Context: an optimization exercise on an open-source flow, tuned for small area and a short achievable clock period. The choices shown serve that exercise and are no tape-out recipe.
In this exercise RTL edits were held to simulation tests only and were not proved equivalent to the original.
Power figures rest on the tool's default switching activity, not on a simulated workload.

Setup of run 5:
// approx_err_monitor
module approx_err_monitor
#(
  parameter int WINDOW = 1024,
  parameter int CNT_W  = 32,
  parameter int SUM_W  = 80
) (
  input  logic              clk,
  input  logic              rst_n,
  input  logic              start,
  input  logic              in_valid,
  output logic              in_ready,
  input  logic [approx_err_pkg::OP_W-1:0]   a,
  input  logic [approx_err_pkg::OP_W-1:0]   b,
  input  logic [approx_err_pkg::PROD_W-1:0] approx_y,
  output logic              busy,
  output logic              rpt_valid,
  input  logic              rpt_ready,
  output logic [CNT_W-1:0]  err_count,
  output logic [SUM_W-1:0]  err_sum,
  output logic [approx_err_pkg::PROD_W-1:0] err_max,
  output logic [approx_err_pkg::OP_W-1:0]   err_max_a,
  output logic [approx_err_pkg::OP_W-1:0]   err_max_b,
  output logic [CNT_W-1:0]  sample_count
);
clock: 10.0 ns
lec_check: 0
cap_margin: 20
core_margin: 2
core_utilization: 40
setup_slack_margin: 5
slew_margin: 20
run.sh (not shown) runs the stock make flow with config.mk's settings and CLKGATE_MAP_FILE= SYNTH_SCRIPT=/design/flow/synth_recipe.tcl, a recipe that flattens the netlist after the stock synthesis.
Run 5 closes out successfully: all stages finished, all timing, DRC and antenna checks passed.
#### Input delta (run 3 over run 5)
Settings: removing SETUP_SLACK_MARGIN (formerly 5).
==> flow/flow/run.sh (new file) <==
#!/bin/bash
# The standard layout (standard.sh), with the resizer's setup repair aiming for a margin of
# 6.2 ns below the 10 ns clock period instead of 0, so that it sizes and buffers the datapath
# for a period of about 3.8 ns. The make log goes to standard_flow.log; each ORFS step keeps its
# own log under orfs/logs/.
set -euo pipefail
bash standard.sh SETUP_SLACK_MARGIN=6.2 TNS_END_PERCENT=100 finish > standard_flow.log 2>&1
==> flow/standard.sh (new file) <==
#!/bin/bash
# synth_recipe.tcl (not shown) runs the flow's synth.tcl, then flattens the netlist and writes it again
# the make line also repeats each setting of config.mk as NAME=value (left out here)
make -C /OpenROAD-flow-scripts/flow DESIGN_CONFIG=/design/flow/config.mk WORK_HOME=/design/flow/orfs CLKGATE_MAP_FILE= SYNTH_SCRIPT=/design/flow/synth_recipe.tcl "${@:-finish}"
removed: flow/run.sh
### Flow results
- Switching power went up by more than 10% going from run 5 to run 3.
- Against run 5, run 3 reports a total routing usage reported by global routing that is higher.
- The final reports for run 3 and run 5 show design area higher in the former.
- Going from run 5 to run 3, setup clock skew after layout -28 ps, hold slack ~0 delta, share of the yosys chip area belonging to registers ~0 delta, logic depth of the worst path, buffers included +5.
- Reported for run 3 and run 5, worst-case clock buffer depth turned out identical to the last digit.
- Delta(layout-stage area growth over the synthesis result, run 3 - run 5) > 0
- Every stage of the flow completed for run 3, and the final layout passed the timing, design-rule and antenna checks.
- Of the two values seen for cell at the slowest stage of the critical path, nor2_4 was produced by run 5 and or4_4 by run 3.

* * *

Another version of the RTL of approx_err_monitor (not shown whole).
Size in the first run: roughly 970 flip-flops, ~410 I/O pins, ~56000 sq um of cells after synthesis.
Settings: LEC_CHECK=0, CAP_MARGIN=20, CORE_MARGIN=2, CORE_UTILIZATION=40, SLEW_MARGIN=20; clock period 10.0 ns.
standard.sh (not shown) runs the stock make flow with config.mk's settings and CLKGATE_MAP_FILE= SYNTH_SCRIPT=/design/flow/synth_recipe.tcl, a recipe that flattens the netlist after the stock synthesis.
==> flow/flow/run.sh <==
#!/bin/bash
# The standard layout (standard.sh) with three changes to how it is made:
#  - the resizer's setup repair aims for a margin of 6.4 ns below the 10 ns clock period instead
#    of 0, so that it sizes and buffers the datapath for a period of about 3.6 ns;
#  - every input and output port still gets its own buffer, but a buf_1 instead of the
#    clkdlybuf4s50_1 that buffer_ports picks by default;
#  - clock-tree sink clusters of up to 30 flip-flops within 90 um (CTS_CLUSTER_SIZE and
#    CTS_CLUSTER_DIAMETER), which needs fewer clock buffers.
# The make log goes to standard_flow.log; each ORFS step keeps its own log under orfs/logs/.
set -euo pipefail
bash standard.sh SETUP_SLACK_MARGIN=6.4 TNS_END_PERCENT=100 CTS_CLUSTER_SIZE=30 CTS_CLUSTER_DIAMETER=90 \
  "BUFFER_PORTS_ARGS=-buffer_cell sky130_fd_sc_hd__buf_1" finish > standard_flow.log 2>&1
The first run finished clean.
Change:
==> flow/flow/run.sh (replaced) <==
#!/bin/bash
# The standard layout (standard.sh) with three changes to how it is made:
#  - the resizer's setup repair aims for a margin of 6.5 ns below the 10 ns clock period instead
#    of 0, so that it sizes and buffers the datapath for a period of about 3.5 ns;
#  - every input and output port still gets its own buffer, but a buf_1 instead of the
#    clkdlybuf4s50_1 that buffer_ports picks by default;
#  - a core utilization of 50% instead of 40%, for shorter wires.
# The make log goes to standard_flow.log; each ORFS step keeps its own log under orfs/logs/.
set -euo pipefail
bash standard.sh SETUP_SLACK_MARGIN=6.5 TNS_END_PERCENT=100 CORE_UTILIZATION=50 \
  "BUFFER_PORTS_ARGS=-buffer_cell sky130_fd_sc_hd__buf_1" finish > standard_flow.log 2>&1
After rerunning: The new run completed with no timing, DRC or antenna violations. Critical path depth climbs by 1. Synthesized cell count is unchanged. Die area goes down by 20%. Cell count shrinks by 3.6%. Design area climbs by 2.6%.
Change:
--- a/flow/flow/run.sh
+++ b/flow/flow/run.sh
@@ -5,7 +5,8 @@
 #  - every input and output port still gets its own buffer, but a buf_1 instead of the
 #    clkdlybuf4s50_1 that buffer_ports picks by default;
-#  - a core utilization of 50% instead of 40%, for shorter wires.
+#  - clock-tree sink clusters of up to 30 flip-flops within 90 um (CTS_CLUSTER_SIZE and
+#    CTS_CLUSTER_DIAMETER), which needs fewer clock buffers.
 # The make log goes to standard_flow.log; each ORFS step keeps its own log under orfs/logs/.
 set -euo pipefail
-bash standard.sh SETUP_SLACK_MARGIN=6.5 TNS_END_PERCENT=100 CORE_UTILIZATION=50 \
+bash standard.sh SETUP_SLACK_MARGIN=6.5 TNS_END_PERCENT=100 CTS_CLUSTER_SIZE=30 CTS_CLUSTER_DIAMETER=90 \
   "BUFFER_PORTS_ARGS=-buffer_cell sky130_fd_sc_hd__buf_1" finish > standard_flow.log 2>&1
Effect: Count of clock-buffer cells in the layout falls by 84. Cell count rose by about 4%. Global-route usage came out lower by 5.2 points. Clock skew rises by 0.035 ns. Cell area goes down by 1.9%. Total power falls by 6.1%. Worst hold slack hardly moves.
Change:
==> flow/flow/run.sh (replaced) <==
#!/bin/bash
# The standard layout (standard.sh) with two changes to how it is made:
#  - the resizer's setup repair aims for a margin of 6.5 ns below the 10 ns clock period instead
#    of 0, so that it sizes and buffers the datapath for a period of about 3.5 ns;
#  - every input and output port still gets its own buffer, but a buf_1 instead of the
#    clkdlybuf4s50_1 that buffer_ports picks by default.
# The make log goes to standard_flow.log; each ORFS step keeps its own log under orfs/logs/.
set -euo pipefail
bash standard.sh SETUP_SLACK_MARGIN=6.5 TNS_END_PERCENT=100 \
  "BUFFER_PORTS_ARGS=-buffer_cell sky130_fd_sc_hd__buf_1" finish > standard_flow.log 2>&1
Final area came out higher by 2.7%.
Final cell count came out higher by 1.4%.
Fmax came out higher by 0.77%.
Non-clock buffer count shrinks by 2.
Change:
==> flow/flow/run.sh (replaced) <==
#!/bin/bash
# The standard layout (standard.sh) with three changes to how it is made:
#  - the resizer's setup repair aims for a margin of 6.5 ns below the 10 ns clock period instead
#    of 0, so that it sizes and buffers the datapath for a period of about 3.5 ns;
#  - every input and output port still gets its own buffer, but a buf_1 instead of the
#    clkdlybuf4s50_1 that buffer_ports picks by default;
#  - clock-tree sink clusters of up to 25 flip-flops within 80 um (CTS_CLUSTER_SIZE and
#    CTS_CLUSTER_DIAMETER), which needs fewer clock buffers.
# The make log goes to standard_flow.log; each ORFS step keeps its own log under orfs/logs/.
set -euo pipefail
bash standard.sh SETUP_SLACK_MARGIN=6.5 TNS_END_PERCENT=100 CTS_CLUSTER_SIZE=25 CTS_CLUSTER_DIAMETER=80 \
  "BUFFER_PORTS_ARGS=-buffer_cell sky130_fd_sc_hd__buf_1" finish > standard_flow.log 2>&1
Effect: Cell area shrinks by 2.1%; critical path depth shrinks by 2; final cell count shrinks by 1.1%; register-to-register slack is worse by 0.03 ns; routed wire length stays flat; combinational power hardly moves; sequential share of layout area grows by 0.67 points; synthesized area stays the same; utilization shrinks by 0.97 points.

## re-timing with driven ports
How much do the figures lean on ideal ports? The routed layouts below were timed once more, with nothing changed but the port constraints.
Step 1 (the two cells are an assumption about what drives the block):
set clk [get_ports {clk}]
set_driving_cell -lib_cell sky130_fd_sc_hd__clkbuf_16 $clk
set_driving_cell -lib_cell sky130_fd_sc_hd__buf_2 [delete_from_list [all_inputs] $clk]
Step 2 adds t to the input delays and takes it off the output delays; t is the mean of the earliest and latest rising clock arrival at the registers after step 1. Input paths then give back, and output paths get back, about the clock's delay inside the block.
Slacks: ideal ports / drivers / drivers and shift; pairs: ideal ports / drivers.
| run | t, ns | setup slack, ns | worst register clock-pin slew, ns | worst data-port slew with drivers (ns) | pins driven straight from the clock port |
|---|---|---|---|---|---|
| run 5 | 0.788 | 5.140 / 5.140 / 5.140 | 0.07 / 0.07 | 0.11 | 1 |
| run 3 | 0.782 | 6.093 / 6.093 / 6.093 | 0.07 / 0.07 | 0.11 | 1 |
| the first run of note 2 | 0.752 | 6.364 / 6.364 / 6.364 | 0.12 / 0.12 | 0.12 | 1 |
| the second run of note 2 | 0.774 | 6.505 / 6.505 / 6.505 | 0.08 / 0.08 | 0.10 | 1 |
| the third run of note 2 | 0.744 | 6.538 / 6.518 / 6.538 | 0.12 / 0.12 | 0.12 | 1 |
| the fourth run of note 2 | 0.794 | 6.564 / 6.508 / 6.564 | 0.07 / 0.07 | 0.12 | 1 |
| the fifth run of note 2 | 0.789 | 6.532 / 6.481 / 6.532 | 0.10 / 0.10 | 0.11 | 1 |
After both steps every run listed still meets setup and hold.
